Context: an optimization exercise on an open-source flow, tuned for a short achievable clock period. The choices shown serve that exercise and are no tape-out recipe.
In this exercise RTL edits were held to simulation tests only and were not proved equivalent to the original.
The clock port is modelled as an ideal driver, which makes a skipped or thinned clock tree look cheaper than it is; a real chip needs a root buffer or a tree.
Power is estimated from default activity; no workload was simulated.

**design/flow/config.mk**
```make
export PLATFORM = sky130hd
export DESIGN_NAME = mc_fifo
export DESIGN_NICKNAME = mc_fifo
export VERILOG_FILES = /design/flow/design.v
export SDC_FILE = /design/flow/constraint.sdc
export NUM_CORES = 4
export LEC_CHECK = 0
export CAP_MARGIN = 20
export CORE_MARGIN = 2
export CORE_UTILIZATION = 40
export SLEW_MARGIN = 20
```
**design/flow/design.v**
```verilog
module mc_fifo #(
    parameter int NUM_CHANNELS      = 4,
    parameter int BUFFER_SIZE       = 16,
    parameter int DATA_WIDTH        = 32,
    parameter int ALMOST_FULL_LEVEL = 14,
    localparam int LEVEL_WIDTH      = $clog2(BUFFER_SIZE + 1)
) (
    input  logic                                clock,
    input  logic                                rst_n,
    input  logic [NUM_CHANNELS*DATA_WIDTH-1:0]  data_in,
    input  logic [NUM_CHANNELS-1:0]             data_in_valid,
    output logic [NUM_CHANNELS-1:0]             data_in_full,
    output logic [NUM_CHANNELS-1:0]             data_in_almost_full,
    output logic [NUM_CHANNELS*DATA_WIDTH-1:0]  data_out,
    output logic [NUM_CHANNELS-1:0]             data_out_valid,
    input  logic [NUM_CHANNELS-1:0]             data_out_ack,
    input  logic [NUM_CHANNELS-1:0]             flush,
    output logic [NUM_CHANNELS*LEVEL_WIDTH-1:0] level,
    output logic [NUM_CHANNELS-1:0]             overflow
);
    localparam int PTR_WIDTH = $clog2(BUFFER_SIZE);
    localparam logic [PTR_WIDTH-1:0]   PTR_LAST = PTR_WIDTH'(BUFFER_SIZE - 1);
    localparam logic [LEVEL_WIDTH-1:0] LVL_FULL = LEVEL_WIDTH'(BUFFER_SIZE);
    localparam logic [LEVEL_WIDTH-1:0] LVL_AF   = LEVEL_WIDTH'(ALMOST_FULL_LEVEL);
    localparam logic [LEVEL_WIDTH-1:0] LVL_ONE  = LEVEL_WIDTH'(1);
    function automatic logic [PTR_WIDTH-1:0] ptr_inc(input logic [PTR_WIDTH-1:0] p);
        if (p == PTR_LAST)
            ptr_inc = {PTR_WIDTH{1'b0}};
        else
            ptr_inc = p + PTR_WIDTH'(1);
    endfunction
    for (genvar c = 0; c < NUM_CHANNELS; c++) begin : g_ch
        logic [DATA_WIDTH-1:0]  mem [BUFFER_SIZE];
        logic [PTR_WIDTH-1:0]   wr_ptr;
        logic [PTR_WIDTH-1:0]   rd_ptr;
        logic [LEVEL_WIDTH-1:0] lvl_q;
        logic [LEVEL_WIDTH-1:0] lvl_d;
        logic                   full_q;
        logic                   afull_q;
        logic                   valid_q;
        logic                   ovf_q;
        logic                   push;
        logic                   pop;
        logic                   wr_while_full;
        assign push          = data_in_valid[c] & ~full_q & ~flush[c];
        assign pop           = valid_q & data_out_ack[c] & ~flush[c];
        assign wr_while_full = data_in_valid[c] & full_q & ~flush[c];
        always_comb begin
            lvl_d = lvl_q;
            if (flush[c])
                lvl_d = '0;
            else if (push && !pop)
                lvl_d = lvl_q + LVL_ONE;
            else if (pop && !push)
                lvl_d = lvl_q - LVL_ONE;
        end
        always_ff @(posedge clock or negedge rst_n) begin
            if (!rst_n) begin
                lvl_q   <= '0;
                wr_ptr  <= '0;
                rd_ptr  <= '0;
                full_q  <= 1'b0;
                afull_q <= 1'b0;
                valid_q <= 1'b0;
                ovf_q   <= 1'b0;
            end else begin
                lvl_q   <= lvl_d;
                full_q  <= (lvl_d == LVL_FULL);
                afull_q <= (lvl_d >= LVL_AF);
                valid_q <= (lvl_d != '0);
                if (flush[c]) begin
                    wr_ptr <= '0;
                    rd_ptr <= '0;
                    ovf_q  <= 1'b0;
                end else begin
                    if (push)
                        wr_ptr <= ptr_inc(wr_ptr);
                    if (pop)
                        rd_ptr <= ptr_inc(rd_ptr);
                    if (wr_while_full)
                        ovf_q <= 1'b1;
                end
            end
        end
        always_ff @(posedge clock) begin
            if (push)
                mem[wr_ptr] <= data_in[c*DATA_WIDTH +: DATA_WIDTH];
        end
        assign data_out[c*DATA_WIDTH +: DATA_WIDTH]  = valid_q ? mem[rd_ptr] : '0;
        assign level[c*LEVEL_WIDTH +: LEVEL_WIDTH]   = lvl_q;
        assign data_in_full[c]                       = full_q;
        assign data_in_almost_full[c]                = afull_q;
        assign data_out_valid[c]                     = valid_q;
        assign overflow[c]                           = ovf_q;
    end
endmodule
```
**design/flow/constraint.sdc**
```tcl
create_clock -name core_clock -period 4.3 [get_ports {clock}]
set_input_delay 0.8600 -clock core_clock [delete_from_list [all_inputs] [get_ports {clock}]]
set_output_delay 0.8600 -clock core_clock [all_outputs]
set_load 0.01 [all_outputs]
```
**design/flow/run.sh**
```bash
#!/bin/bash
# synth_recipe.tcl (not shown) runs the flow's synth.tcl, then flattens the netlist and writes it again
# the make line also repeats each setting of config.mk as NAME=value (left out here)
make -C /OpenROAD-flow-scripts/flow DESIGN_CONFIG=/design/flow/config.mk WORK_HOME=/design/flow/orfs CLKGATE_MAP_FILE= SYNTH_SCRIPT=/design/flow/synth_recipe.tcl finish
```
==> results of run 1 <==
-- metal layers --
metal  GRT usage [%]  vias to the layer above  wire length [um]
li1                -                    16020                 -
met1           25.86                    20940             81880
met2           30.95                     1145             98100
met3           3.403                      290             11330
met4           5.827                       24              5011
met5               0                        -               156
-- worst max-delay path by stage --
stage	startpoint	endpoint	slack (ps)
2_1_floorplan	data_in_valid[2]	g_ch[2].mem[3][0]	230
3_3_place_gp	g_ch[0].rd_ptr[0]	data_out[29]	690
3_5_place_dp	g_ch[0].rd_ptr[0]	data_out[22]	660
4_1_cts	g_ch[1].rd_ptr[0]	data_out[63]	-60
5_1_grt	g_ch[1].rd_ptr[0]	data_out[53]	-20
6_report	g_ch[1].rd_ptr[0]	data_out[62]	90
-- stage by stage --
stage	utilization [%]	power (mW)	TNS, ps
global route	48.14	50.71	-15.40
global placement	43.87	30.29	0
detailed placement	43.87	30.34	0
finish	48.15	48.92	0
floorplan	-	27.63	0
CTS	48.10	49.46	-66.31
-- what timing repair did --
action                     4_1_cts  5_1_grt
pin swaps                        0        0
gates cloned                    29        2
gates resized for setup        187       21
setup endpoints to repair      126       28
setup buffers                   60        4
-- critical path: cells and delay by family, from the launching register on --
family | cells | cell delay [ps]
muxes | 2 | 1010
and+or+nand+nor | 1 | 190
DFF | 1 | 490
buffers and inverters | 5 | 820
-- layout make-up --
class	instances	area share, %
clock inverters	104	1.115
clock buffers	291	5.930
multi-input cells	1162	18.20
flip-flops and latches	2116	64.34
repair buffers	547	6.871
inverters	25	0.09546
diodes	10	0.02546
well taps	2688	3.421
-- power breakdown --
part,internal (mW),switching (mW),total [mW]
combinational,4.02,3.46,7.49
sequential,22.9,0.216,23.1
clock,10.6,7.74,18.3
-- cell families (layout without fill, tap and decap cells) --
group,count (synthesis),count (layout)
and+or+nand+nor,384,384
DFF,2116,2116
other,0,10
adders and majority gates,28,28
AOI/OAI and AO/OA,88,88
xor gates and xnor gates,15,15
buffers and inverters,228,967
muxes,647,647
-- registers in the layout (all words and copies together), names as in the netlist --
name / count
g_ch.wr_ptr: 16
g_ch.rd_ptr: 16
g_ch.lvl_q: 20
g_ch.afull_q: 4
g_ch.mem: 2048
g_ch.ovf_q: 4
g_ch.full_q: 4
g_ch.valid_q: 4
-- synthesized netlist by cell type (all sizes together) (12+ instances only) --
cell type,count,share of area (%)
a21oi,37,0.23
and2,157,1.2
o21ai,17,0.10
inv,25,0.11
nor2,73,0.33
ha,28,0.43
nand2,61,0.28
nor3,18,0.11
buf,103,0.90
dfrtp,68,2.1
nand3,13,0.079
nor2b,12,0.092
edfxtp,2048,75
mux4,640,18
clkbuf,100,0.46
==> summary.log, run 1 <==
qor: route.route.vias.total 38420
qor: final_layout.total_area_of_multi_input_combinational_cells 17890 um2
qor: clocking.cts_made_buffers 215
qor: route.vias_per_cell 5.533
qor: outcome.run_status finished clean
qor: final_layout.mostFrequentLayoutCell edfxtp_1
qor: synth.count_of_unique_library_cells_instantiated_by_yosys 45
qor: timing.max_freq 0.2377 GHz
qor: synth.dominant_combinational_cell_family_by_area_after_synthesis multiplexers
qor: clocking.postCtsHoldBufs 0
qor: floorplan.initial_core_util 40.16%
qor: clocking.numClockSinks 2116
qor: synth.post_synth_edffs 2048
qor: worst_hold_path.hold_path_class input pin to async pin
qor: synth.post_synthesis_cell_area 81990 um2
qor: synth.synthMuxAreaShare 17.67%
qor: critical_path.arrival 3350 ps
qor: placement.dpl_worst_slack 662.2 ps
qor: job.max-cap-violations 0
qor: route.detail_route.wl_per_cell 28.30 um
qor: grt.track_usage 18.90%
qor: clocking.clk_transition_reported_paths 60 ps
qor: synth.postSynthNetCount 3676
qor: synth.synth-async-reset-ratio 3.214%
qor: final_layout.instances_no_fill 6943
qor: final_layout.final_layout_size_suffix_gt1_share 30.32%
qor: floorplan.core_region_area 204200 um2
qor: synth.synthCells 3506
qor: pwr.power_density 497.7 nW/um2
qor: final_layout.layout.cell_area.non_filler 98300 um2
qor: clocking.clock_latency_at_the_later_pin_of_the_worst_skew_pair 850 ps
qor: route.post-route-drc-count 0
qor: grt.pin_count_of_the_biggest_net_entering_global_routing 69
qor: critical_path.worst_r2r_path_depth 4
qor: grt.grt_pass1_wl 285000 um
qor: critical_path.cp-end-kind output port
qor: route.detail_route.wirelength 196500 um
qor: synth.synthesized_area_fraction_occupied_by_and_or_nand_nor_cells 2.507%
qor: placement.place.gp.congestion 0.7279
qor: critical_path.timing_worst_setup_path_type flip-flop to output port
qor: timing.grt_setup_unrepaired true
qor: critical_path.critical-path-max-stage-delay 520 ps
qor: synth.post_synth.cell_area_avg 23.39 um2
qor: timing.slew_headroom 27.10%
qor: placement.port_buffers 305
qor: clocking.ctsHtreeMaxLevel 4
qor: placement.dp.final_hpwl 101200 um
qor: timing.hold_viol 0
qor: critical_path.r2r_end g_ch[1].mem[5][19]
qor: clocking.tritoncts_clock_tree yes
qor: route.postRouteAntennaNets 0
qor: critical_path.critical_path.startpoint_type flip-flop
qor: synth.ys_seq_area_share 77.08%
qor: timing.max_slew.worst_pin.slew 1094 ps
qor: timing.timing.clock.skew 27.52 ps
qor: synth.synth_compound_area_share 0.6776%
qor: final_layout.areaGrowthSynthToFinish 19.89%
qor: synth.synthXorXnorAreaFrac 0.1602%
qor: route.drt_first_pass_iters 7
qor: grt.grt_overflow 0
qor: floorplan.floorplan.io_pins 306
qor: placement.place_inst 6444
qor: final_layout.design.final.nets 4237
qor: timing.postLayoutSetupSlackWorst 93.01 ps
qor: timing.slew_viol_final 0
qor: clocking.clock_tree.buffer_depth 3
qor: floorplan.fp.dieH 456.7 um
qor: final_layout.mostFrequentLayoutCells edfxtp_1, mux4_2, clkbuf_16
qor: synth.yosys_warnings 1
qor: floorplan.die-width 456.7 um
qor: synth.synth-main-ff-cell edfxtp_1
qor: timing.report.final.setup_viol 0
qor: critical_path.timing.rr.start g_ch[1].full_q
qor: grt.vias_in_the_first_global_route 39990
qor: critical_path.critPathRequiredTime 3440 ps
qor: placement.detailed_place.area 89580 um2
qor: critical_path.cp_max_fo 9
qor: critical_path.setup.reg_to_reg.worst_slack 1710 ps
qor: timing.finalCriticalPeriod 4207 ps
qor: final_layout.layout.area.seq 63250 um2
qor: critical_path.crit_path_frequent_cell mux4_2
qor: timing.post-route-period-util 97.84%
qor: final_layout.layout.filler_cells 16380
qor: synth.number_of_synthesized_register_bits 2116
qor: pwr.static_leakage 30.79 nW
qor: clocking.cts.root.buffer_cell clkbuf_16
qor: floorplan.die_area 208600 um2
qor: synth.post_synth_fa_ha_maj_area_fraction 0.4273%
qor: critical_path.cp_cell_instances buf_12 -> buf_6 -> buf_4 -> buf_16 -> mux4_2 -> mux4_2 -> and2_1 -> clkdlybuf4s15_1
qor: floorplan.std_cell_rows 166
qor: route.first_iter_violations 3787
qor: grt.number_of_antenna_violations_at_the_first_check_in_global_routing 28
qor: critical_path.critPathSlowestCell mux4_2
qor: timing.fin_hold_ws 41.05 ps
qor: pwr.highest_ir_drop_seen_on_vdd 0.3904 mV
==> run 2, diff against run 1 <==
==> design/flow/design.v (replaced) <==
module mc_fifo #(
    parameter int NUM_CHANNELS      = 4,
    parameter int BUFFER_SIZE       = 16,
    parameter int DATA_WIDTH        = 32,
    parameter int ALMOST_FULL_LEVEL = 14,
    localparam int LEVEL_WIDTH      = $clog2(BUFFER_SIZE + 1)
) (
    input  logic                                clock,
    input  logic                                rst_n,
    input  logic [NUM_CHANNELS*DATA_WIDTH-1:0]  data_in,
    input  logic [NUM_CHANNELS-1:0]             data_in_valid,
    output logic [NUM_CHANNELS-1:0]             data_in_full,
    output logic [NUM_CHANNELS-1:0]             data_in_almost_full,
    output logic [NUM_CHANNELS*DATA_WIDTH-1:0]  data_out,
    output logic [NUM_CHANNELS-1:0]             data_out_valid,
    input  logic [NUM_CHANNELS-1:0]             data_out_ack,
    input  logic [NUM_CHANNELS-1:0]             flush,
    output logic [NUM_CHANNELS*LEVEL_WIDTH-1:0] level,
    output logic [NUM_CHANNELS-1:0]             overflow
);
    localparam logic [LEVEL_WIDTH-1:0] LVL_FULL = LEVEL_WIDTH'(BUFFER_SIZE);
    localparam logic [LEVEL_WIDTH-1:0] LVL_AF   = LEVEL_WIDTH'(ALMOST_FULL_LEVEL);
    localparam logic [LEVEL_WIDTH-1:0] LVL_ONE  = LEVEL_WIDTH'(1);
    for (genvar c = 0; c < NUM_CHANNELS; c++) begin : g_ch
        logic [BUFFER_SIZE*DATA_WIDTH-1:0] mem;
        logic [DATA_WIDTH-1:0]  din;
        logic [LEVEL_WIDTH-1:0] lvl_q;
        logic [LEVEL_WIDTH-1:0] lvl_d;
        logic [BUFFER_SIZE:0]   oh_q;      
        logic [BUFFER_SIZE:0]   oh_d;
        logic                   full_q;
        logic                   afull_q;
        logic                   valid_q;
        logic                   ovf_q;
        logic                   push;
        logic                   pop;
        assign din = data_in[c*DATA_WIDTH +: DATA_WIDTH];
        assign push = data_in_valid[c] & ~full_q & ~flush[c];
        assign pop  = data_out_ack[c] & valid_q & ~flush[c];
        always_comb begin
            lvl_d = lvl_q;
            oh_d  = oh_q;
            if (flush[c]) begin
                lvl_d = '0;
                oh_d  = {{BUFFER_SIZE{1'b0}}, 1'b1};
            end else if (push && !pop) begin
                lvl_d = lvl_q + LVL_ONE;
                oh_d  = {oh_q[BUFFER_SIZE-1:0], 1'b0};
            end else if (pop && !push) begin
                lvl_d = lvl_q - LVL_ONE;
                oh_d  = {1'b0, oh_q[BUFFER_SIZE:1]};
            end
        end
        always_ff @(posedge clock or negedge rst_n) begin
            if (!rst_n) begin
                lvl_q   <= '0;
                oh_q    <= {{BUFFER_SIZE{1'b0}}, 1'b1};
                full_q  <= 1'b0;
                afull_q <= 1'b0;
                valid_q <= 1'b0;
                ovf_q   <= 1'b0;
            end else begin
                lvl_q   <= lvl_d;
                oh_q    <= oh_d;
                full_q  <= (lvl_d == LVL_FULL);
                afull_q <= (lvl_d >= LVL_AF);
                valid_q <= (lvl_d != '0);
                if (flush[c])
                    ovf_q <= 1'b0;
                else if (data_in_valid[c] && full_q)
                    ovf_q <= 1'b1;
            end
        end
        always_ff @(posedge clock or negedge rst_n) begin
            if (!rst_n)
                mem[0 +: DATA_WIDTH] <= '0;
            else if (flush[c])
                mem[0 +: DATA_WIDTH] <= '0;
            else if (pop) begin
                if (oh_q[1])
                    mem[0 +: DATA_WIDTH] <= push ? din : '0;
                else
                    mem[0 +: DATA_WIDTH] <= mem[DATA_WIDTH +: DATA_WIDTH];
            end else if (push && oh_q[0])
                mem[0 +: DATA_WIDTH] <= din;
        end
        for (genvar i = 1; i < BUFFER_SIZE; i++) begin : g_ent
            always_ff @(posedge clock) begin
                if (pop) begin
                    if (push && oh_q[i+1])
                        mem[i*DATA_WIDTH +: DATA_WIDTH] <= din;
                    else if (i < BUFFER_SIZE - 1)
                        mem[i*DATA_WIDTH +: DATA_WIDTH] <= mem[((i < BUFFER_SIZE - 1) ? i + 1 : i)*DATA_WIDTH +: DATA_WIDTH];
                end else if (push && oh_q[i])
                    mem[i*DATA_WIDTH +: DATA_WIDTH] <= din;
            end
        end
        assign data_out[c*DATA_WIDTH +: DATA_WIDTH]  = mem[0 +: DATA_WIDTH];
        assign level[c*LEVEL_WIDTH +: LEVEL_WIDTH]   = lvl_q;
        assign data_in_full[c]                       = full_q;
        assign data_in_almost_full[c]                = afull_q;
        assign data_out_valid[c]                     = valid_q;
        assign overflow[c]                           = ovf_q;
    end
endmodule
==> run 2 against run 1 <==
Compared with the run above:
- still clean on timing, DRC and antenna
- sequential share of layout area decreased by 18 points
- worst setup slack better by 1100 ps
- sequential cell count up 36
- global-route usage up 0.20 points
- combinational power increased by 150%
- power increased by 48%
- register-to-register slack lost 290 ps
- critical path type is now input pin to flip-flop
==> summary.log, run 2 <==
qor: worst_hold_path.hold_path_class flip-flop to flip-flop
qor: placement.port_buffers 305
qor: final_layout.areaGrowthSynthToFinish 13.06%
qor: final_layout.design.final.nets 8208
qor: critical_path.cp_max_fo 32
qor: route.vias_per_cell 5.558
qor: synth.synth-async-reset-ratio 10.78%
qor: timing.setup-tns-final 0 ps
qor: synth.post_synthesis_cell_area 88600 um2
qor: final_layout.total_area_of_multi_input_combinational_cells 37290 um2
qor: critical_path.worst_r2r_path_depth 4
qor: clocking.ctsHtreeMaxLevel 4
qor: timing.fin_hold_ws 458.3 ps
qor: placement.dpl_worst_slack 320.0 ps
qor: critical_path.critPathLaunch flush[3]
qor: synth.synthCells 8297
qor: floorplan.initial_core_util 40.29%
qor: critical_path.timing.rr.start g_ch[3].valid_q
qor: synth.synth-main-ff-cell dfxtp_1
qor: clocking.tritoncts_clock_tree yes
qor: clocking.cts_made_buffers 223
qor: synth.synth.largest_area_cell dfxtp_1
qor: timing.slew_viol_final 0
qor: route.first_iter_violations 4617
qor: final_layout.top_register g_ch.mem
qor: floorplan.fp.dieH 474.7 um
qor: timing.grt_setup_unrepaired false
qor: critical_path.critical_path.startpoint_type input pin
qor: synth.count_of_unique_library_cells_instantiated_by_yosys 66
qor: route.post-route-drc-count 0
qor: timing.report.final.setup_viol 0
qor: critical_path.arrival 3690 ps
qor: timing.timing.clock.skew 53.20 ps
qor: pwr.power_density 720.3 nW/um2
qor: grt.grt_pass1_wl 357900 um
qor: placement.place.gp.congestion 0.7846
qor: synth.post_synth_edffs 256
qor: final_layout.top_regs g_ch.mem x2048, g_ch.oh_q x68, g_ch.lvl_q x20
qor: outcome.run_status finished clean
qor: floorplan.std_cell_rows 172
qor: final_layout.mostFrequentLayoutCells dfxtp_1, nand2b_1, o221a_2
qor: synth.ys_seq_area_share 52.83%
qor: clocking.clk_transition_reported_paths 60 ps
qor: critical_path.cp-end-kind flip-flop
qor: floorplan.die_area 225300 um2
qor: critical_path.critPathRequiredTime 4890 ps
qor: floorplan.core_region_area 219900 um2
qor: final_layout.mostFrequentLayoutCell dfxtp_1
qor: route.route.vias.total 62360
qor: route.detail_route.wl_per_cell 19.64 um
qor: grt.grt_overflow 0
qor: route.postRouteAntennaNets 0
qor: timing.slew_headroom 31.33%
qor: grt.pin_count_of_the_biggest_net_entering_global_routing 80
qor: critical_path.critical-path-max-stage-delay 840 ps
qor: synth.synth.top_cell.area_share 37.60%
qor: critical_path.r2r_end g_ch[3].mem[36]
qor: timing.max_freq 0.3225 GHz
qor: clocking.numClockSinks 2152
qor: clocking.clock_tree.buffer_depth 3
qor: clocking.postCtsSetupRepairBufs 0
qor: final_layout.largest_reg_flops 2048
qor: timing.hold_viol 0
qor: final_layout.final_layout_size_suffix_gt1_share 25.79%
qor: synth.yosys_warnings 1
qor: grt.track_usage 19.10%
qor: job.max-cap-violations 0
qor: critical_path.setup.reg_to_reg.worst_slack 1420 ps
qor: timing.max_slew.worst_pin.slew 1027 ps
qor: floorplan.floorplan.io_pins 306
qor: synth.synth_area_leaders dfxtp_1, o221a_2, nand2b_1
qor: pwr.highest_ir_drop_seen_on_vdd 0.3957 mV
qor: grt.number_of_antenna_violations_at_the_first_check_in_global_routing 10
qor: synth.number_of_synthesized_register_bits 2152
qor: critical_path.worst_setup_path_endpoint g_ch[3].mem[36]
qor: grt.vias_in_the_first_global_route 62610
qor: timing.postLayoutSetupSlackWorst 1199 ps
qor: timing.finalCriticalPeriod 3101 ps
qor: critical_path.timing_worst_setup_path_type input pin to flip-flop
qor: route.detail_route.wirelength 220400 um
qor: clocking.cts.root.buffer_cell clkbuf_16
qor: final_layout.layout.filler_cells 20180
qor: synth.postSynthNetCount 8447
qor: clocking.clock_latency_at_the_later_pin_of_the_worst_skew_pair 860 ps
qor: synth.post_synth.cell_area_avg 10.68 um2
qor: synth.yosysMostFrequentCell dfxtp_1
qor: critical_path.critPathSlowestCell a21oi_4
qor: floorplan.die-width 474.7 um
qor: final_layout.layout.area.seq 46810 um2
qor: pwr.static_leakage 37.80 nW
qor: timing.post-route-period-util 72.11%
qor: placement.dp.final_hpwl 138000 um
qor: critical_path.cp_cell_instances clkdlybuf4s50_1 -> inv_1 -> nand2_2 -> a21oi_4 -> mux2_2
qor: synth.post_synth_top_cells dfxtp_1, nand2b_1, o221a_2
qor: route.drt_first_pass_iters 7
run 2: cell count changes in the layout (fill, tap and decap cells not counted), sizes merged, moves of 132 or more:
cell	change
dfrtp	+160
and2	-153
nor2	+814
nand2b	+1244
o221a	+1248
dfxtp	+1664
o22ai	+417
edfxtp	-1792
mux2	+306
a22oi	+132
nand2	+387
mux4	-640
run 2: what timing repair did:
action | CTS | global route
resized for setup | 0 | 0
hold buffers | 1 | 0
endpoints found under the hold margin | 23 | 0
run 2: report_power, final:
| group | internal (mW) | leakage, nW | switching (mW) |
|---|---|---|---|
| Clock | 11.3 | 3.73 | 8.32 |
| Sequential | 29.4 | 19.5 | 4.57 |
| Combinational | 10.9 | 14.6 | 7.73 |
run 2: kinds of logic after synthesis:
family	share of synthesized area, %
multiplexers	4.363
XOR/XNOR	0.1087
flip-flops	52.83
AO/OA/AOI/OAI	21.71
AND/OR/NAND/NOR	15.45
buffers and inverters	5.424
adder cells (fa/ha/maj)	0.1130
run 2: how the worst min path moves through the flow:
stage | cells after the start | slack (ps) | start | to
final | 1 | 460 | g_ch[3].mem[318] | g_ch[3].mem[286]
after global routing | 1 | 490 | g_ch[3].mem[318] | g_ch[3].mem[286]
after CTS | 1 | 460 | g_ch[3].mem[316] | g_ch[3].mem[284]
after detailed placement | 2 | 470 | g_ch[3].mem[31] | g_ch[3].mem[31]
after global placement | 2 | 460 | g_ch[1].mem[12] | g_ch[1].mem[12]
after floorplan | 2 | 450 | g_ch[0].mem[0] | g_ch[0].mem[0]
run 2: critical path, delay by kind of cell:
family | cells | cell delay (ps)
mux | 1 | 420
simple gates | 1 | 290
buf+inv | 2 | 1240
compound gates | 1 | 840
run 2: area by class of cell:
class	count	share of cell area [%]
clock buffers	337	6.616
repair buffers	521	4.706
clock inverters	86	0.9480
flip-flops and latches	2152	46.73
multi-input cells	5142	37.22
inverters	18	0.06745
diodes	7	0.01749
well taps	2958	3.695
run 2: routing by layer:
| layer | vias to the layer above | track usage, % | routed length, um |
|---|---|---|---|
| met5 | - | 0 | 33 |
| met1 | 30700 | 26.92 | 106200 |
| met3 | 296 | 2.854 | 10880 |
| met2 | 1497 | 30.46 | 98700 |
| met4 | 6 | 5.029 | 4596 |
| li1 | 29870 | - | - |
run 2: per-stage QoR:
stage                     utilization, %  instances  power, mW  instance area (um2)
after floorplan                        -       8297      47.89                88610
final                              45.55      11220      72.16               100200
after global placement             42.08      10790      51.98                92550
after CTS                          45.54      11210      72.69               100200
after detailed placement           42.09      10790      52.63                92570
after global routing               45.55      11220      76.49               100200
==> run 3, diff against run 2 <==
--- a/design/flow/design.v
+++ b/design/flow/design.v
@@ -35,8 +35,8 @@
         logic                   push;
         logic                   pop;
         assign din = data_in[c*DATA_WIDTH +: DATA_WIDTH];
-        assign push = data_in_valid[c] & ~full_q & ~flush[c];
-        assign pop  = data_out_ack[c] & valid_q & ~flush[c];
+        assign push = data_in_valid[c] & ~oh_q[BUFFER_SIZE] & ~flush[c];
+        assign pop  = data_out_ack[c] & ~oh_q[0] & ~flush[c];
         always_comb begin
             lvl_d = lvl_q;
             oh_d  = oh_q;
@@ -67,7 +67,7 @@
                 valid_q <= (lvl_d != '0);
                 if (flush[c])
                     ovf_q <= 1'b0;
-                else if (data_in_valid[c] && full_q)
+                else if (data_in_valid[c] && oh_q[BUFFER_SIZE])
                     ovf_q <= 1'b1;
             end
         end
--- a/design/flow/config.mk
+++ b/design/flow/config.mk
@@ -8,4 +8,5 @@
 export CAP_MARGIN = 20
 export CORE_MARGIN = 2
 export CORE_UTILIZATION = 40
+export SETUP_SLACK_MARGIN = 2.3
 export SLEW_MARGIN = 20
==> run 3 against run 2 <==
Compared with the run above:
- still clean
- register-to-register slack improved by 820 ps
- clock skew rose by 13 ps
- worst hold slack got worse by 93 ps
- sequential power fell by about 10%
- power fell by 9.6%
- critical path type is now flip-flop to output port
- largest cell class unchanged
- highest routed layer is now met4
==> summary.log, run 3 <==
qor: critical_path.cp_cell_instances buf_6
qor: critical_path.timing_worst_setup_path_type flip-flop to output port
qor: synth.dominant_combinational_cell_family_by_area_after_synthesis compound AO/OA/AOI/OAI gates
qor: clocking.numClockSinks 2152
qor: timing.postLayoutSetupSlackWorst 1983 ps
qor: critical_path.cp-end-kind output port
qor: floorplan.die-width 476 um
qor: synth.synth.top_cell.area_share 37.38%
qor: pwr.highest_ir_drop_seen_on_vdd 0.3658 mV
qor: synth.post_synth.cell_area_avg 11.28 um2
qor: final_layout.mostFrequentLayoutCell dfxtp_1
qor: grt.pin_count_of_the_biggest_net_entering_global_routing 67
qor: grt.track_usage 19.10%
qor: final_layout.top_register g_ch.mem
qor: job.max-cap-violations 0
qor: timing.max_slew.worst_pin.slew 1102 ps
qor: placement.port_buffers 305
qor: grt.grt_pass1_wl 356400 um
qor: pwr.power_density 587.5 nW/um2
qor: timing.hold_viol 0
qor: critical_path.critPathSlowestCell dfrtp_2
qor: clocking.clock_tree.buffer_depth 3
qor: worst_hold_path.hold_path_class input pin to flip-flop
qor: floorplan.core_region_area 221900 um2
qor: timing.report.final.setup_viol 0
qor: floorplan.die_area 226600 um2
qor: worst_hold_path.min_path_cells 2
qor: synth.yosysMostFrequentCell dfxtp_1
qor: route.drt_first_pass_iters 7
qor: synth.post_synth_edffs 256
qor: critical_path.arrival 1460 ps
qor: synth.number_of_synthesized_register_bits 2152
qor: critical_path.cp.buffers_inverters 1
qor: critical_path.worst_r2r_path_depth 11
qor: route.postRouteAntennaNets 0
qor: grt.vias_in_the_first_global_route 61460
qor: floorplan.floorplan.io_pins 306
qor: pwr.total_power 65.27 mW
qor: timing.fin_hold_ws 365.8 ps
qor: timing.timing.clock.skew 65.86 ps
qor: route.detail_route.wl_per_cell 21.55 um
qor: route.detail_route.wirelength 240900 um
qor: synth.synthMuxAreaShare 4.191%
qor: critical_path.critical_path_depth 1
qor: synth.postSynthNetCount 8047
qor: timing.post-route-period-util 53.90%
qor: final_layout.top_regs g_ch.mem x2048, g_ch.oh_q x68, g_ch.lvl_q x20
qor: clocking.cts.root.buffer_cell clkbuf_16
qor: timing.slew_headroom 26.27%
qor: synth.count_of_unique_library_cells_instantiated_by_yosys 60
qor: critical_path.critPathRequiredTime 3440 ps
qor: final_layout.areaGrowthSynthToFinish 24.66%
qor: clocking.cts_made_buffers 225
qor: final_layout.final_layout_size_suffix_gt1_share 38.23%
qor: synth.synthXorXnorAreaFrac 0.08846%
qor: grt.number_of_antenna_violations_at_the_first_check_in_global_routing 3
qor: synth.post_synth_top_cells dfxtp_1, nand2b_1, o221a_2
qor: placement.place.gp.congestion 0.7753
qor: clocking.clk_transition_reported_paths 60 ps
qor: floorplan.std_cell_rows 173
qor: route.route.vias.total 62810
qor: synth.synth-async-reset-ratio 10.78%
qor: final_layout.design.final.nets 8152
qor: synth.synthesized_area_fraction_occupied_by_and_or_nand_nor_cells 14.32%
qor: critical_path.critical_path.startpoint_type flip-flop
qor: placement.dpl_worst_slack 475.3 ps
qor: synth.post_synth_fa_ha_maj_area_fraction 0.1123%
qor: final_layout.largest_reg_flops 2048
qor: placement.dp.final_hpwl 139600 um
qor: floorplan.initial_core_util 40.16%
qor: timing.max_freq 0.4315 GHz
qor: route.first_iter_violations 5070
qor: clocking.clock_latency_at_the_later_pin_of_the_worst_skew_pair 850 ps
qor: timing.slew_viol_final 0
qor: synth.synth.largest_area_cell dfxtp_1
qor: clocking.ctsHtreeMaxLevel 4
qor: placement.detailed_place.area 93580 um2
qor: outcome.run_status finished clean
qor: critical_path.cp_max_fo 2
qor: floorplan.fp.dieH 476 um
qor: synth.synth_compound_area_share 23.02%
qor: clocking.tritoncts_clock_tree yes
qor: timing.setup-tns-final 0 ps
qor: synth.yosys_warnings 1
qor: pwr.static_leakage 44.28 nW
qor: critical_path.critical-path-max-stage-delay 470 ps
qor: synth.synth_area_leaders dfxtp_1, o221a_2, nand2b_1
qor: final_layout.mostFrequentLayoutCells dfxtp_1, nand2b_1, o221a_2
qor: final_layout.layout.cell_area.non_filler 111100 um2
qor: route.post-route-drc-count 0
qor: synth.synthCells 7897
qor: timing.finalCriticalPeriod 2317 ps
qor: critical_path.cpLargestDelayFamily flip-flops
qor: synth.ys_seq_area_share 52.53%
qor: grt.grt_overflow 0
qor: synth.post_synthesis_cell_area 89110 um2
qor: route.vias_per_cell 5.619
qor: synth.synth-main-ff-cell dfxtp_1
qor: timing.grt_setup_unrepaired true
-- run 3: changes by cell type after synthesis, sizes merged, moves of 19 or more --
cell / previous run / this run
and3: 66 / 47
a22oi: 134 / 0
o22ai: 417 / 128
nor2: 887 / 297
a21oi: 62 / 86
buf: 564 / 619
nand2b: 1254 / 1549
o21ai: 136 / 17
nand2: 448 / 285
o221a: 1248 / 1536
a222oi: 0 / 128
clkbuf: 421 / 388
inv: 18 / 153
-- run 3: cells by family (layout without fill, tap and decap cells) --
group | count (synthesis) | count (layout)
buffers and inverters | 1160 | 1451
adder cells (fa/ha/maj) | 8 | 8
other | 0 | 3
flip-flops | 2152 | 2152
AO/OA/AOI/OAI | 1969 | 1970
multiplexers | 334 | 334
AND/OR/NAND/NOR | 2265 | 2276
XOR/XNOR | 9 | 9
-- run 3: final cells by class --
type / count / area [um2]
flip-flops and latches: 2152 / 46830
well taps: 2975 / 3722
repair buffers: 873 / 10770
inverters: 153 / 593.1
clock buffers: 335 / 6705
clock inverters: 90 / 1060
multi-input cells: 4597 / 41400
diodes: 3 / 7.507
fillers: 19030 / 110800
-- run 3: repair_timing --
action	in CTS	in global routing
endpoints found under the setup margin	2371	1881
hold buffers	1	0
gates resized for setup	1165	679
endpoints found under the hold margin	20	0
pin swaps	17	49
setup buffers	168	81
gates cloned	34	83
-- run 3: stage by stage --
stage,instances,utilization (%)
floorplan,7897,-
global placement,10380,42.18
detailed placement,10380,42.18
CTS,11010,47.08
global route,11180,50.07
finish,11180,50.07
-- run 3: where the power goes --
group	internal, mW	leakage (nW)	total, mW	switching [mW]
Combinational	9.66	20.9	14.6	4.99
Sequential	27.0	19.6	30.6	3.56
Clock	11.7	3.84	20.0	8.36
-- run 3: path summary, 6_finish.rpt --
kind | from | end | slack [ps]
max | g_ch[0].mem[9] | data_out[9] | 1980
min | flush[3] | g_ch[3].lvl_q[0] | 370
max reg2reg | g_ch[3].oh_q[0] | g_ch[3].mem[307] | 2240
min reg2reg | g_ch[3].mem[341] | g_ch[3].mem[309] | 450
max in group asynchronous | rst_n | g_ch[2].mem[14] | 2620
min in group asynchronous | rst_n | g_ch[1].oh_q[1] | 620
-- run 3: layer usage --
metal  share of wire, %  up-vias  GRT usage (%)
li1                   -    29740              -
met1                 46    31320          26.62
met2                 47     1432          30.87
met3                4.3      306          2.700
met4                2.5        0          5.174
met5                  0        -              0
==> run 4, diff against run 3 <==
--- a/design/flow/config.mk
+++ b/design/flow/config.mk
@@ -7,6 +7,6 @@
 export LEC_CHECK = 0
 export CAP_MARGIN = 20
 export CORE_MARGIN = 2
-export CORE_UTILIZATION = 40
+export CORE_UTILIZATION = 65
 export SETUP_SLACK_MARGIN = 2.3
 export SLEW_MARGIN = 20
==> run 4 against run 3 <==
Compared with the run above:
- count of clock-buffer cells in the layout fell by 3
- sequential share of layout area hardly changed
- worst hold slack lost 330 ps
- synthesized area unchanged
- highest routed layer is now met5
- power rose by 0.17%
- largest cell class unchanged
- wire length up 26%
- combinational power rose by 6%
- register-to-register slack worse by 200 ps
- utilization is 32 points higher
- sequential power up 1%
- via count increased by 13%
==> summary.log, run 4 <==
qor: route.vias_per_cell 7.069
qor: pwr.power_density 588.6 nW/um2
qor: clocking.ctsHtreeMaxLevel 4
qor: placement.port_buffers 305
qor: clocking.cts.root.buffer_cell clkbuf_16
qor: timing.max_slew.worst_pin.slew 1230 ps
qor: clocking.clock_latency_at_the_later_pin_of_the_worst_skew_pair 860 ps
qor: synth.synthXorXnorAreaFrac 0.08846%
qor: critical_path.critPathRequiredTime 3440 ps
qor: route.postRouteAntennaNets 0
qor: timing.setup-tns-final 0 ps
qor: critical_path.timing_worst_setup_path_type flip-flop to output port
qor: synth.synth.top_cell.area_share 37.38%
qor: placement.dp.final_hpwl 140200 um
qor: pwr.static_leakage 45.10 nW
qor: final_layout.layout.cell_area.non_filler 111100 um2
qor: critical_path.critical_path.startpoint_type flip-flop
qor: floorplan.die_area 140100 um2
qor: synth.number_of_synthesized_register_bits 2152
qor: clocking.cts_made_buffers 208
qor: grt.number_of_antenna_violations_at_the_first_check_in_global_routing 10
qor: placement.detailed_place.area 92430 um2
qor: final_layout.layout.filler_cells 7425
qor: final_layout.top_register g_ch.mem
qor: floorplan.die-width 374.3 um
qor: pwr.highest_ir_drop_seen_on_vdd 0.4192 mV
qor: timing.report.final.setup_viol 0
qor: clocking.numClockSinks 2152
qor: timing.finalCriticalPeriod 2388 ps
qor: final_layout.final_layout_size_suffix_gt1_share 38.87%
qor: floorplan.std_cell_rows 135
qor: route.post-route-drc-count 0
qor: critical_path.critical-path-max-stage-delay 520 ps
qor: timing.post-route-period-util 55.54%
qor: synth.yosysMostFrequentCell dfxtp_1
qor: synth.post_synth_edffs 256
qor: synth.synth-async-reset-ratio 10.78%
qor: route.first_iter_violations 10210
qor: critical_path.cp-end-kind output port
qor: placement.place.gp.congestion 0.8352
qor: critical_path.arrival 1530 ps
qor: synth.synthMuxAreaShare 4.191%
qor: synth.yosys_warnings 1
qor: critical_path.critPathSlowestCell dfrtp_2
qor: route.detail_route.wl_per_cell 30.04 um
qor: clocking.clk_transition_reported_paths 60 ps
qor: floorplan.initial_core_util 65.62%
qor: final_layout.top_regs g_ch.mem x2048, g_ch.oh_q x68, g_ch.lvl_q x20
qor: critical_path.critPathLaunch g_ch[1].lvl_q[4]
qor: outcome.run_status finished clean
qor: timing.grt_setup_unrepaired true
qor: timing.timing.clock.skew 30.39 ps
qor: timing.max_freq 0.4187 GHz
qor: placement.place_inst 9206
qor: timing.slew_headroom 17.71%
qor: route.route.vias.total 71170
qor: grt.grt_overflow 0
qor: synth.synth.largest_area_cell dfxtp_1
qor: grt.pin_count_of_the_biggest_net_entering_global_routing 90
qor: synth.post_synth_fa_ha_maj_area_fraction 0.1123%
qor: final_layout.mostFrequentLayoutCells dfxtp_1, nand2b_1, o221a_2
qor: synth.postSynthNetCount 8047
qor: synth.synth_compound_area_share 23.02%
qor: timing.hold_viol 0
qor: grt.vias_in_the_first_global_route 66570
qor: synth.count_of_unique_library_cells_instantiated_by_yosys 60
qor: synth.synth-main-ff-cell dfxtp_1
qor: clocking.tritoncts_clock_tree yes
qor: final_layout.mostFrequentLayoutCell dfxtp_1
qor: synth.synth_area_leaders dfxtp_1, o221a_2, nand2b_1
qor: route.drt_first_pass_iters 8
qor: floorplan.fp.dieH 374.3 um
qor: critical_path.cpLargestDelayFamily flip-flops
qor: final_layout.largest_reg_flops 2048
qor: final_layout.design.final.nets 8254
qor: timing.slew_viol_final 0
qor: clocking.clock_tree.buffer_depth 3
qor: synth.dominant_combinational_cell_family_by_area_after_synthesis compound AO/OA/AOI/OAI gates
qor: floorplan.core_region_area 135800 um2
qor: final_layout.areaGrowthSynthToFinish 24.63%
qor: grt.track_usage 34.62%
qor: floorplan.floorplan.io_pins 306
qor: critical_path.cp_max_fo 2
qor: route.detail_route.wirelength 302400 um
qor: job.max-cap-violations 0
qor: synth.ys_seq_area_share 52.53%
qor: grt.grt_pass1_wl 389800 um
qor: critical_path.timing.rr.start g_ch[3].oh_q[0]
qor: synth.post_synthesis_cell_area 89110 um2
qor: critical_path.cp_cell_instances buf_6
qor: final_layout.instances_no_fill 10070
qor: critical_path.cp.buffers_inverters 1
qor: synth.synthCells 7897
qor: synth.post_synth_top_cells dfxtp_1, nand2b_1, o221a_2
qor: worst_hold_path.hold_path_class input pin to async pin
qor: synth.post_synth.cell_area_avg 11.28 um2
qor: synth.synthesized_area_fraction_occupied_by_and_or_nand_nor_cells 14.32%
## run 4: cell types whose count changed in the layout (fill, tap and decap cells not counted), sizes merged, moves of 2 or more
cell         change
buf             +89
bufbuf           +2
bufinv           -4
clkbuf          +30
clkinv          -17
clkinvlp         +2
dlygate4sd2      -3
inv             -12
nand2            -3
## run 4: what timing repair did
action / in CTS / in global routing
gates resized for setup: 1114 / 836
hold buffers: 0 / 0
pin swaps: 24 / 83
buffers inserted: 142 / 163
setup endpoints to repair: 2397 / 2185
cloned: 31 / 133
## run 4: worst paths after layout
check | endpoint | slack (ps) | cells past startpoint
worst min-delay path | g_ch[0].mem[24] | 30 | 1
min in group core_clock | g_ch[3].mem[4] | 470 | 2
max in group asynchronous | g_ch[0].mem[27] | 3130 | 2
worst min register to register | g_ch[3].mem[4] | 470 | 2
worst max-delay path | level[9] | 1910 | 1
worst max register to register | g_ch[3].valid_q | 2040 | 6
## run 4: report_power, final
part	total (mW)	leakage [nW]	switching, mW	internal [mW]
clock network	18.9	3.48	7.97	10.9
logic	15.5	22.0	5.77	9.78
registers	31.0	19.6	3.95	27.0
total	65.4	45.1	17.7	47.7
## run 4: kinds of logic (layout without fill, tap and decap cells)
| kind of cell | count (synthesis) | after routing |
|---|---|---|
| adders and majority gates | 8 | 8 |
| muxes | 334 | 334 |
| other | 0 | 3 |
| AOI/OAI and AO/OA | 1969 | 1969 |
| and+or+nand+nor | 2265 | 2274 |
| xor gates and xnor gates | 9 | 9 |
| buffers and inverters | 1160 | 1539 |
| DFF | 2152 | 2152 |
## run 4: layer usage
metal | GRT usage, % | vias up | share of wire, %
li1 | - | 29890 | -
met1 | 46.36 | 35350 | 38
met3 | 7.011 | 1251 | 12
met4 | 13.59 | 14 | 6.0
met2 | 55.24 | 4666 | 45
met5 | 0 | - | 0.053
## run 4: area by class of cell
cell class	count	area (um2)	share of cell area, %
Antenna cell	3	7.507	0.006759
Clock buffer	332	6480	5.834
Clock inverter	59	574.3	0.5171
Inverter	153	598.1	0.5385
Multi-Input combinational cell	4594	41620	37.48
Sequential cell	2152	46830	42.17
Tap cell	1781	2228	2.006
Timing Repair Buffer	995	12720	11.45
## run 4: per-stage QoR
stage	power, mW	worst slack, ps	util (%)	hold WS (ps)
2_1_floorplan	40.33	1324	-	453.2
3_3_place_gp	43.11	793.6	68.06	457.1
3_5_place_dp	43.61	735.4	68.06	466.9
4_1_cts	62.70	1895	75.35	84.83
5_1_grt	67.84	1889	81.78	83.25
6_report	65.38	1912	81.78	33.59
==> run 5, diff against run 4 <==
==> design/flow/flow/run.sh (new file) <==
#!/bin/bash
# Standard ORFS layout, except that after CTS the top of the clock tree is
# rebuilt (flow/post_cts.tcl). make's output goes to make.log; each ORFS step
# writes its own log under orfs/logs/.
set -euo pipefail
W=$(pwd)
bash standard.sh \
  "CTS_ARGS=-sink_clustering_enable -repair_clock_nets -sink_clustering_size 22 -sink_clustering_max_diameter 100" \
  SKIP_CTS_REPAIR_TIMING=1 \
  "POST_CTS_TCL=$W/flow/post_cts.tcl" \
  finish > make.log 2>&1
==> design/flow/flow/post_cts.tcl (new file) <==
# Runs inside ORFS's cts.tcl after clock_tree_synthesis (CTS repair timing is
# skipped there). Replaces the top of the clock tree with four inverters fed by
# the clock port, each driving the leaf buffers of one quadrant (the leaves
# become inverting buffers, so every register sees the true clock), then does
# the timing repair cts.tcl would have done.
set NTOP 4
set TOPCELL sky130_fd_sc_hd__clkinv_16
set LEAFCELL sky130_fd_sc_hd__bufinv_16
source [file join [file dirname [info script]] rework.tcl]
detailed_placement
estimate_parasitics -placement
set_propagated_clock [all_clocks]
report_clock_latency
repair_timing_helper
detailed_placement
check_placement -verbose
estimate_parasitics -placement
report_clock_latency
report_worst_slack -max
==> design/flow/flow/rework.tcl (new file) <==
# Rebuild the top of the clock tree: the clock port drives NTOP clkbuf_16
# buffers (one per region of the die), each of which drives the CTS leaf
# buffers of its region directly. Leaf buffers are those whose output net
# reaches a register clock pin.
if {![info exists NTOP]} { set NTOP 4 }
if {![info exists TOPCELL]} { set TOPCELL sky130_fd_sc_hd__clkbuf_16 }
if {![info exists LEAFCELL]} { set LEAFCELL "" }
proc outpin {inst} { set o [$inst findITerm X]; if {$o == "NULL"} { set o [$inst findITerm Y] }; return $o }
set block [ord::get_db_block]
set cnet [$block findNet clock]
set master [[ord::get_db] findMaster $TOPCELL]
# find clock buffers
set leaves {}
set upper {}
foreach inst [$block getInsts] {
  set m [[$inst getMaster] getName]
  if {![string match "sky130_fd_sc_hd__clkbuf*" $m] && ![string match "sky130_fd_sc_hd__clkinv*" $m] && ![string match "sky130_fd_sc_hd__inv*" $m] && ![string match "sky130_fd_sc_hd__buf*" $m]} continue
  set out [$inst findITerm X]
  if {$out == "NULL"} { set out [$inst findITerm Y] }
  if {$out == "NULL"} continue
  set onet [$out getNet]
  if {$onet == "NULL"} {
    # dummy load without output: belongs to upper tree if input on clock net
    continue
  }
  if {[$onet getSigType] != "CLOCK"} continue
  set isleaf 0
  foreach it [$onet getITerms] {
    if {[$it isInputSignal] && [[$it getInst] isBlock] == 0} {
      set mm [[[$it getInst] getMaster] getName]
      if {[string match "*df*" $mm]} { set isleaf 1; break }
    }
  }
  if {$isleaf} { lappend leaves $inst } else { lappend upper $inst }
}
puts "REWORK leaves [llength $leaves] upper [llength $upper]"
# remove upper-tree buffers and any cell hanging on their nets other than leaves
set leafnames {}
foreach l $leaves { dict set leafnames [$l getName] 1 }
set kill {}
foreach u $upper {
  lappend kill $u
}
# nets of upper tree: clock + outputs of upper
set unets [list $cnet]
foreach u $upper {
  set out [$u findITerm X]; if {$out == "NULL"} { set out [$u findITerm Y] }
  lappend unets [$out getNet]
}
foreach n $unets {
  foreach it [$n getITerms] {
    set i [$it getInst]
    if {[dict exists $leafnames [$i getName]]} continue
    if {[lsearch -exact $kill $i] < 0} { lappend kill $i }
  }
}
foreach i $kill {
  foreach it [$i getITerms] {
    set n [$it getNet]
    if {$n != "NULL" && ![$it isInputSignal]} { $it disconnect; if {$n != $cnet && [llength [$n getITerms]] == 0 && [llength [$n getBTerms]] == 0} { } }
    $it disconnect
  }
  puts "REWORK kill [$i getName] [[$i getMaster] getName]"
  odb::dbInst_destroy $i
}
foreach n $unets { if {$n != $cnet} { odb::dbNet_destroy $n } }
# group leaves: split by x then y median into NTOP groups (NTOP = 1, 2 or 4)
proc cx {i} { set b [$i getBBox]; return [expr {([$b xMin]+[$b xMax])/2}] }
proc cy {i} { set b [$i getBBox]; return [expr {([$b yMin]+[$b yMax])/2}] }
proc split_by {lst key} {
  set s [lsort -integer -index 0 [lmap i $lst {list [$key $i] $i}]]
  set h [expr {[llength $s]/2}]
  return [list [lmap p [lrange $s 0 [expr {$h-1}]] {lindex $p 1}] [lmap p [lrange $s $h end] {lindex $p 1}]]
}
set groups [list $leaves]
if {$NTOP >= 2} { set groups [split_by $leaves cx] }
if {$NTOP >= 4} {
  set g2 {}
  foreach g $groups { foreach h [split_by $g cy] { lappend g2 $h } }
  set groups $g2
}
set k 0
foreach g $groups {
  set sx 0; set sy 0
  foreach l $g { incr sx [cx $l]; incr sy [cy $l] }
  set x [expr {$sx / [llength $g]}]; set y [expr {$sy / [llength $g]}]
  set name "clkbuf_top_${k}_clock"
  set b [odb::dbInst_create $block $master $name]
  $b setLocation [expr {$x - 3000}] $y
  $b setPlacementStatus PLACED
  set onet [odb::dbNet_create $block "clknet_top_${k}_clock"]
  $onet setSigType CLOCK
  [$b findITerm A] connect $cnet
  [outpin $b] connect $onet
  foreach l $g { set a [$l findITerm A]; $a disconnect; $a connect $onet }
  puts "REWORK top $name at $x $y drives [llength $g]"
  incr k
}
if {$LEAFCELL != ""} {
  set lm [[ord::get_db] findMaster $LEAFCELL]
  set k 0
  foreach l $leaves {
    set in [[$l findITerm A] getNet]; set out [[outpin $l] getNet]
    set loc [$l getLocation]
    foreach it [$l getITerms] { $it disconnect }
    set nm [$l getName]
    odb::dbInst_destroy $l
    set n [odb::dbInst_create $block $lm $nm]
    $n setLocation [lindex $loc 0] [lindex $loc 1]
    $n setPlacementStatus PLACED
    [$n findITerm A] connect $in
    [outpin $n] connect $out
  }
  puts "REWORK leaves now $LEAFCELL"
}
==> design/flow/standard.sh (new file) <==
#!/bin/bash
# synth_recipe.tcl (not shown) runs the flow's synth.tcl, then flattens the netlist and writes it again
# the make line also repeats each setting of config.mk as NAME=value (left out here)
make -C /OpenROAD-flow-scripts/flow DESIGN_CONFIG=/design/flow/config.mk WORK_HOME=/design/flow/orfs CLKGATE_MAP_FILE= SYNTH_SCRIPT=/design/flow/synth_recipe.tcl "${@:-finish}"
--- a/design/flow/config.mk
+++ b/design/flow/config.mk
@@ -7,6 +7,6 @@
 export LEC_CHECK = 0
 export CAP_MARGIN = 20
 export CORE_MARGIN = 2
-export CORE_UTILIZATION = 65
-export SETUP_SLACK_MARGIN = 2.3
+export CORE_UTILIZATION = 55
+export SETUP_SLACK_MARGIN = 2.6
 export SLEW_MARGIN = 20
removed: design/flow/run.sh
==> run 5 against run 4 <==
Compared with the run above:
- now fails the layout checks on max-capacitance violations, max-slew violations
- clock power decreased by 28%
- highest routed layer unchanged
- via count grew 17%
- critical path type is now flip-flop to flip-flop
- die area rose by 18%
- largest power group unchanged
- synthesized area unchanged
- worst hold slack gained 370 ps
==> summary.log, run 5 <==
qor: outcome.run_status failed layout checks
qor: outcome.violatedChecks max-capacitance violations, max-slew violations
qor: floorplan.floorplan.io_pins 306
qor: timing.hold_viol 0
qor: grt.grt_pass1_wl 525800 um
qor: grt.vias_in_the_first_global_route 75180
qor: synth.post_synth_edffs 256
qor: critical_path.critPathLaunch g_ch[3].oh_q[0]
qor: grt.track_usage 42.64%
qor: critical_path.r2r_end g_ch[3].mem[286]
qor: floorplan.std_cell_rows 147
qor: clocking.clk_transition_reported_paths 120 ps
qor: pwr.power_density 511.9 nW/um2
qor: final_layout.instances_no_fill 10910
qor: final_layout.top_regs g_ch.mem x2048, g_ch.oh_q x68, g_ch.lvl_q x20
qor: final_layout.areaGrowthSynthToFinish 59.89%
qor: timing.setup-tns-final 0 ps
qor: synth.synth-async-reset-ratio 10.78%
qor: synth.yosys_warnings 1
qor: placement.place_inst 9560
qor: timing.report.final.setup_viol 0
qor: final_layout.mostFrequentLayoutCells dfxtp_1, o221a_4, nand2b_4
qor: synth.synthCells 7897
qor: pwr.highest_ir_drop_seen_on_vdd 0.5486 mV
qor: job.max-cap-violations 2
qor: placement.port_buffers 305
qor: final_layout.design.final.nets 8813
qor: worst_hold_path.hold_path_class input pin to async pin
qor: final_layout.mostFrequentLayoutCell dfxtp_1
qor: final_layout.largest_reg_flops 2048
qor: route.detail_route.wl_per_cell 42.32 um
qor: clocking.numClockSinks 2152
qor: synth.yosysMostFrequentCell dfxtp_1
qor: floorplan.core_region_area 160800 um2
qor: final_layout.top_register g_ch.mem
qor: floorplan.die-width 406.5 um
qor: synth.postSynthNetCount 8047
qor: timing.slew_viol_final 34
qor: route.vias_per_cell 7.627
qor: synth.post_synthesis_cell_area 89110 um2
qor: placement.dp.final_hpwl 136100 um
qor: critical_path.arrival 3000 ps
qor: critical_path.setup.reg_to_reg.worst_slack 1760 ps
qor: synth.synth_area_leaders dfxtp_1, o221a_2, nand2b_1
qor: route.detail_route.wirelength 461700 um
qor: critical_path.timing.rr.start g_ch[3].oh_q[0]
qor: route.postRouteAntennaNets 0
qor: timing.finalCriticalPeriod 2536 ps
qor: placement.detailed_place.area 93020 um2
qor: timing.post-route-period-util 58.97%
qor: final_layout.final_layout_size_suffix_gt1_share 55.57%
qor: synth.number_of_synthesized_register_bits 2152
qor: synth.ys_seq_area_share 52.53%
qor: floorplan.die_area 165300 um2
qor: floorplan.initial_core_util 55.44%
qor: final_layout.layout.cell_area.non_filler 142500 um2
qor: timing.max_freq 0.3944 GHz
qor: final_layout.utilization 88.64%
qor: timing.timing.clock.skew 59.01 ps
qor: route.route.vias.total 83200
qor: critical_path.worst_setup_path_endpoint g_ch[3].mem[286]
qor: critical_path.critPathRequiredTime 4770 ps
qor: synth.post_synth_top_cells dfxtp_1, nand2b_1, o221a_2
qor: critical_path.critical_path.startpoint_type flip-flop
qor: route.post-route-drc-count 0
qor: grt.number_of_antenna_violations_at_the_first_check_in_global_routing 18
qor: synth.synth-main-ff-cell dfxtp_1
qor: critical_path.cp_max_fo 16
qor: synth.synth.top_cell.area_share 37.38%
qor: timing.slew_headroom -14.26%
qor: synth.count_of_unique_library_cells_instantiated_by_yosys 60
qor: pwr.static_leakage 60.34 nW
qor: placement.place.gp.congestion 0.8093
qor: grt.pin_count_of_the_biggest_net_entering_global_routing 85
qor: timing.max_slew.worst_pin.slew 1714 ps
qor: grt.grt_overflow 0
qor: critical_path.cp-end-kind flip-flop
qor: clocking.clock_latency_at_the_later_pin_of_the_worst_skew_pair 560 ps
qor: critical_path.worst_r2r_path_depth 11
qor: timing.fin_hold_ws 406.9 ps
qor: critical_path.timing_worst_setup_path_type flip-flop to flip-flop
qor: synth.synth.largest_area_cell dfxtp_1
qor: floorplan.fp.dieH 406.5 um
qor: synth.post_synth.cell_area_avg 11.28 um2
qor: timing.grt_setup_unrepaired true
qor: route.first_iter_violations 12010
qor: route.drt_first_pass_iters 13
run 5: critical path, stage by stage, from the launching register on:
cell      delay, ps
dfstp_2         410
nor3b_4         290
buf_4           170
buf_6           130
buf_12          140
buf_6           120
buf_16          130
a21oi_4          40
buf_12          160
buf_16          170
nand2b_1        340
o221a_4         330
run 5: through the flow:
step	worst slack, ps	total power [mW]
2_1_floorplan	1324	40.49
3_3_place_gp	695.8	43.05
3_5_place_dp	594.0	43.44
6_report	1764	72.93
5_1_grt	1847	74.27
run 5: cell families (layout without fill, tap and decap cells):
family / after synthesis / after routing / share of synthesized area, %
AO/OA/AOI/OAI: 1969 / 1970 / 23.02
XOR/XNOR: 9 / 9 / 0.08846
adder cells (fa/ha/maj): 8 / 8 / 0.1123
buffers and inverters: 1160 / 1958 / 5.740
flip-flops: 2152 / 2152 / 52.53
multiplexers: 334 / 334 / 4.191
other: 0 / 14 / 0
AND/OR/NAND/NOR: 2265 / 2304 / 14.32
run 5: power breakdown:
| part | total, mW | leakage (nW) | internal [mW] | switching [mW] |
|---|---|---|---|---|
| clock network | 13.7 | 1.53 | 6.69 | 7.01 |
| registers | 32.8 | 19.6 | 27.0 | 5.79 |
| logic | 26.4 | 39.2 | 17.0 | 9.48 |
| total | 72.9 | 60.3 | 50.7 | 22.3 |
run 5: layout make-up, without the clock buffers:
| type | count | area [um2] |
|---|---|---|
| Sequential cell | 2152 | 46830 |
| Timing Repair Buffer | 1629 | 26520 |
| Fill cell | 5724 | 18270 |
| Multi-Input combinational cell | 4625 | 62440 |
| Tap cell | 2160 | 2703 |
| Inverter | 255 | 3656 |
| Antenna cell | 14 | 35.03 |
run 5: worst min-delay path by stage:
stage / startpoint / end / slack, ps / cells past startpoint
6_report: rst_n / g_ch[0].afull_q / 410 / 1
2_1_floorplan: g_ch[0].mem[32] / g_ch[0].mem[0] / 450 / 2
3_3_place_gp: g_ch[0].mem[37] / g_ch[0].mem[5] / 460 / 2
3_5_place_dp: g_ch[3].mem[55] / g_ch[3].mem[23] / 470 / 2
5_1_grt: rst_n / g_ch[0].afull_q / 470 / 1
run 5: layer usage:
metal  track usage [%]  wire, um  part of all wire, %
met5                 0       329                0.071
met4             26.47     51530                   11
met3             12.10     66120                   14
met2             66.24    194700                   42
met1             52.32    149000                   32
==> run 6, diff against run 5 <==
--- a/design/flow/design.v
+++ b/design/flow/design.v
@@ -18,8 +18,6 @@
     output logic [NUM_CHANNELS*LEVEL_WIDTH-1:0] level,
     output logic [NUM_CHANNELS-1:0]             overflow
 );
-    localparam logic [LEVEL_WIDTH-1:0] LVL_FULL = LEVEL_WIDTH'(BUFFER_SIZE);
-    localparam logic [LEVEL_WIDTH-1:0] LVL_AF   = LEVEL_WIDTH'(ALMOST_FULL_LEVEL);
     localparam logic [LEVEL_WIDTH-1:0] LVL_ONE  = LEVEL_WIDTH'(1);
     for (genvar c = 0; c < NUM_CHANNELS; c++) begin : g_ch
         logic [BUFFER_SIZE*DATA_WIDTH-1:0] mem;
@@ -62,9 +60,9 @@
             end else begin
                 lvl_q   <= lvl_d;
                 oh_q    <= oh_d;
-                full_q  <= (lvl_d == LVL_FULL);
-                afull_q <= (lvl_d >= LVL_AF);
-                valid_q <= (lvl_d != '0);
+                full_q  <= oh_d[BUFFER_SIZE];
+                afull_q <= |oh_d[BUFFER_SIZE:ALMOST_FULL_LEVEL];
+                valid_q <= ~oh_d[0];
                 if (flush[c])
                     ovf_q <= 1'b0;
                 else if (data_in_valid[c] && oh_q[BUFFER_SIZE])
@@ -76,23 +74,26 @@
                 mem[0 +: DATA_WIDTH] <= '0;
             else if (flush[c])
                 mem[0 +: DATA_WIDTH] <= '0;
-            else if (pop) begin
-                if (oh_q[1])
-                    mem[0 +: DATA_WIDTH] <= push ? din : '0;
-                else
-                    mem[0 +: DATA_WIDTH] <= mem[DATA_WIDTH +: DATA_WIDTH];
-            end else if (push && oh_q[0])
+            else if (data_out_ack[c])
+                mem[0 +: DATA_WIDTH] <= (oh_q[0] | oh_q[1]) ? (data_in_valid[c] ? din : '0)
+                                                            : mem[DATA_WIDTH +: DATA_WIDTH];
+            else if (data_in_valid[c] && oh_q[0])
                 mem[0 +: DATA_WIDTH] <= din;
         end
         for (genvar i = 1; i < BUFFER_SIZE; i++) begin : g_ent
-            always_ff @(posedge clock) begin
-                if (pop) begin
-                    if (push && oh_q[i+1])
+            if (i < BUFFER_SIZE - 1) begin : g_mid
+                always_ff @(posedge clock) begin
+                    if (data_out_ack[c])
+                        mem[i*DATA_WIDTH +: DATA_WIDTH] <= (data_in_valid[c] && oh_q[i+1])
+                            ? din : mem[(i+1)*DATA_WIDTH +: DATA_WIDTH];
+                    else if (data_in_valid[c] && oh_q[i])
                         mem[i*DATA_WIDTH +: DATA_WIDTH] <= din;
-                    else if (i < BUFFER_SIZE - 1)
-                        mem[i*DATA_WIDTH +: DATA_WIDTH] <= mem[((i < BUFFER_SIZE - 1) ? i + 1 : i)*DATA_WIDTH +: DATA_WIDTH];
-                end else if (push && oh_q[i])
-                    mem[i*DATA_WIDTH +: DATA_WIDTH] <= din;
+                end
+            end else begin : g_last
+                always_ff @(posedge clock) begin
+                    if (data_in_valid[c] && (data_out_ack[c] ? oh_q[i+1] : oh_q[i]))
+                        mem[i*DATA_WIDTH +: DATA_WIDTH] <= din;
+                end
             end
         end
         assign data_out[c*DATA_WIDTH +: DATA_WIDTH]  = mem[0 +: DATA_WIDTH];
--- a/design/flow/config.mk
+++ b/design/flow/config.mk
@@ -8,5 +8,5 @@
 export CAP_MARGIN = 20
 export CORE_MARGIN = 2
 export CORE_UTILIZATION = 55
-export SETUP_SLACK_MARGIN = 2.6
+export SETUP_SLACK_MARGIN = 2.8
 export SLEW_MARGIN = 20
==> run 6 against run 5 <==
Compared with the run above:
- critical endpoint is now data_in_full[1]
- the run now finishes clean
- fmax increased by 20%
- sequential cell count down 4
- wire length is 25% lower
- worst setup slack improved by 420 ps
==> summary.log, run 6 <==
qor: synth.yosysMostFrequentCell mux2i_1
qor: final_layout.areaGrowthSynthToFinish 45.40%
qor: critical_path.critPathRequiredTime 3440 ps
qor: route.post-route-drc-count 0
qor: timing.postLayoutSetupSlackWorst 2185 ps
qor: synth.post_synth_top_cells mux2i_1, dfxtp_1, clkbuf_1
qor: timing.fin_hold_ws 297.2 ps
qor: pwr.total_power 60.94 mW
qor: floorplan.die-width 413.2 um
qor: timing.finalCriticalPeriod 2115 ps
qor: final_layout.largest_reg_flops 2048
qor: synth.postSynthNetCount 7909
qor: final_layout.layout.cell_area.non_filler 133900 um2
qor: critical_path.cp_max_fo 3
qor: critical_path.critical_path.startpoint_type flip-flop
qor: pwr.static_leakage 57.00 nW
qor: final_layout.final_layout_size_suffix_gt1_share 43.58%
qor: critical_path.critical-path-max-stage-delay 580 ps
qor: timing.max_freq 0.4729 GHz
qor: synth.number_of_synthesized_register_bits 2148
qor: floorplan.std_cell_rows 150
qor: critical_path.cpLargestDelayFamily flip-flops
qor: synth.synth.top_cell.area_share 36.17%
qor: critical_path.cp.buffers_inverters 1
qor: synth.synth_area_leaders dfxtp_1, mux2i_1, edfxtp_1
qor: synth.synth-main-ff-cell dfxtp_1
qor: placement.detailed_place.area 96450 um2
qor: final_layout.mostFrequentLayoutCells mux2i_1, dfxtp_1, mux2i_4
qor: placement.place_inst 9521
qor: final_layout.utilization 80.35%
qor: floorplan.core_region_area 166700 um2
qor: pwr.highest_ir_drop_seen_on_vdd 0.5012 mV
qor: route.detail_route.wl_per_cell 32.00 um
qor: critical_path.arrival 1250 ps
qor: placement.dpl_worst_slack 1092 ps
qor: route.first_iter_violations 7059
qor: timing.slew_headroom 39.61%
qor: route.postRouteAntennaNets 0
qor: synth.yosys_warnings 1
qor: critical_path.timing_worst_setup_path_type flip-flop to output port
qor: timing.setup-tns-final 0 ps
qor: placement.dp.final_hpwl 120600 um
qor: grt.number_of_antenna_violations_at_the_first_check_in_global_routing 12
qor: timing.timing.clock.skew 28.06 ps
qor: synth.count_of_unique_library_cells_instantiated_by_yosys 45
qor: clocking.numClockSinks 2148
qor: pwr.power_density 455.1 nW/um2
qor: synth.post_synth_edffs 256
qor: synth.synth.largest_area_cell dfxtp_1
qor: clocking.clock_latency_at_the_later_pin_of_the_worst_skew_pair 520 ps
qor: final_layout.design.final.nets 8652
qor: grt.vias_in_the_first_global_route 66520
qor: final_layout.top_register g_ch.mem
qor: synth.ys_seq_area_share 50.72%
qor: grt.track_usage 35.12%
qor: floorplan.fp.dieH 413.2 um
qor: placement.place.gp.congestion 0.7699
qor: timing.post-route-period-util 49.18%
qor: floorplan.initial_core_util 55.26%
qor: final_layout.instances_no_fill 10780
qor: route.route.vias.total 70390
qor: synth.synth-async-reset-ratio 10.61%
qor: floorplan.floorplan.io_pins 306
qor: route.vias_per_cell 6.529
qor: placement.port_buffers 305
qor: critical_path.cp_cell_instances buf_6
qor: timing.slew_viol_final 0
qor: clocking.clk_transition_reported_paths 110 ps
qor: critical_path.cp-end-kind output port
qor: grt.grt_overflow 0
qor: final_layout.top_regs g_ch.mem x2048, g_ch.oh_q x68, g_ch.lvl_q x20
qor: critical_path.critPathSlowestCell dfrtp_4
qor: route.drt_first_pass_iters 8
qor: outcome.run_status finished clean
qor: grt.pin_count_of_the_biggest_net_entering_global_routing 77
qor: grt.grt_pass1_wl 449900 um
qor: synth.synthCells 7747
qor: job.max-cap-violations 0
qor: timing.grt_setup_unrepaired true
qor: synth.post_synthesis_cell_area 92100 um2
qor: timing.report.final.setup_viol 0
qor: final_layout.mostFrequentLayoutCell mux2i_1
qor: floorplan.die_area 170700 um2
qor: route.detail_route.wirelength 345000 um
qor: synth.post_synth.cell_area_avg 11.89 um2
qor: timing.max_slew.worst_pin.slew 905.9 ps
qor: timing.hold_viol 0
qor: worst_hold_path.hold_path_class input pin to async pin
run 6: cells by family after synthesis:
kind of cell	share of synthesized area, %
flops	50.72
buf+inv	4.585
fa+ha+maj	0.3043
xor+xnor	0.1236
mux	34.43
compound gates	6.027
simple gates	3.816
run 6: layer usage:
metal | wire (um) | global-route usage, % | part of all wire [%] | vias to the layer above
li1 | - | - | - | 29900
met5 | 71 | 0 | 0.021 | -
met3 | 30530 | 5.827 | 8.9 | 1309
met4 | 24430 | 14.93 | 7.1 | 12
met1 | 130600 | 46.53 | 38 | 35430
met2 | 159300 | 56.89 | 46 | 3729
run 6: final cells by class, without the clock buffers:
class                      instances  area [um2]
tap                             2204        2758
timing repair buffer            1352       19500
antenna                            3       7.507
multi-input combinational       4872       61340
inverter                         114        3161
clock inverter                     1       8.758
timing repair inverter             2       17.52
sequential                      2148       46800
fill                            8757       32750
run 6: worst paths after layout:
kind / start / end / slack (ps) / cells past startpoint
max in group asynchronous: rst_n / g_ch[0].mem[1] / 2980 / 2
min in group core_clock: g_ch[2].mem[14] / g_ch[2].mem[14] / 480 / 2
worst min register to register: g_ch[2].mem[14] / g_ch[2].mem[14] / 480 / 2
worst max register to register: g_ch[1].oh_q[16] / g_ch[1].lvl_q[4] / 2220 / 8
worst min-delay path: rst_n / g_ch[3].mem[25] / 300 / 1
worst max-delay path: g_ch[1].oh_q[16] / data_in_full[1] / 2190 / 1
run 6: power by group:
part / switching (mW) / internal [mW] / leakage [nW] / total (mW)
clock: 6.59 / 6.69 / 1.53 / 13.3
sequential: 3.81 / 26.4 / 19.4 / 30.2
combinational: 7.69 / 9.76 / 36.1 / 17.5

separate check: timing with driven ports:
How much do the figures lean on ideal ports? The routed layouts below were timed once more, with nothing changed but the port constraints.
Step 1 (the two cells are an assumption about what drives the block):
set clk [get_ports {clock}]
set_driving_cell -lib_cell sky130_fd_sc_hd__clkbuf_16 $clk
set_driving_cell -lib_cell sky130_fd_sc_hd__buf_2 [delete_from_list [all_inputs] $clk]
Step 2, shift: input delay + t, output delay - t, t = (earliest + latest rising clock arrival at the registers) / 2. This alone moves slack from input paths to output paths.
Three values: ideal, step 1, step 2; two values: the first two.
run	t, ns	setup WS [ns]	hold WS [ns]	slew at the worst register clock pin (ns)
run 1	0.925	0.093 / 0.007 / 0.710	0.041 / -0.022 / 0.504	0.07 / 0.07
run 2	0.919	1.199 / 1.196 / 0.342	0.458 / 0.458 / 0.458	0.06 / 0.06
run 3	0.898	1.983 / 1.908 / 1.358	0.366 / 0.318 / 0.451	0.06 / 0.06
run 4	0.938	1.912 / 1.818 / 1.103	0.034 / -0.006 / 0.466	0.07 / 0.07
run 5	0.885	1.764 / 1.764 / 1.054	0.407 / 0.104 / 0.479	0.12 / 0.12
run 6	0.818	2.185 / 1.875 / 1.651	0.297 / 0.038 / 0.477	0.12 / 0.12
The setup slack of run 2, which loses most, moves by -0.003 ns with the drivers and by -0.857 ns with both steps.
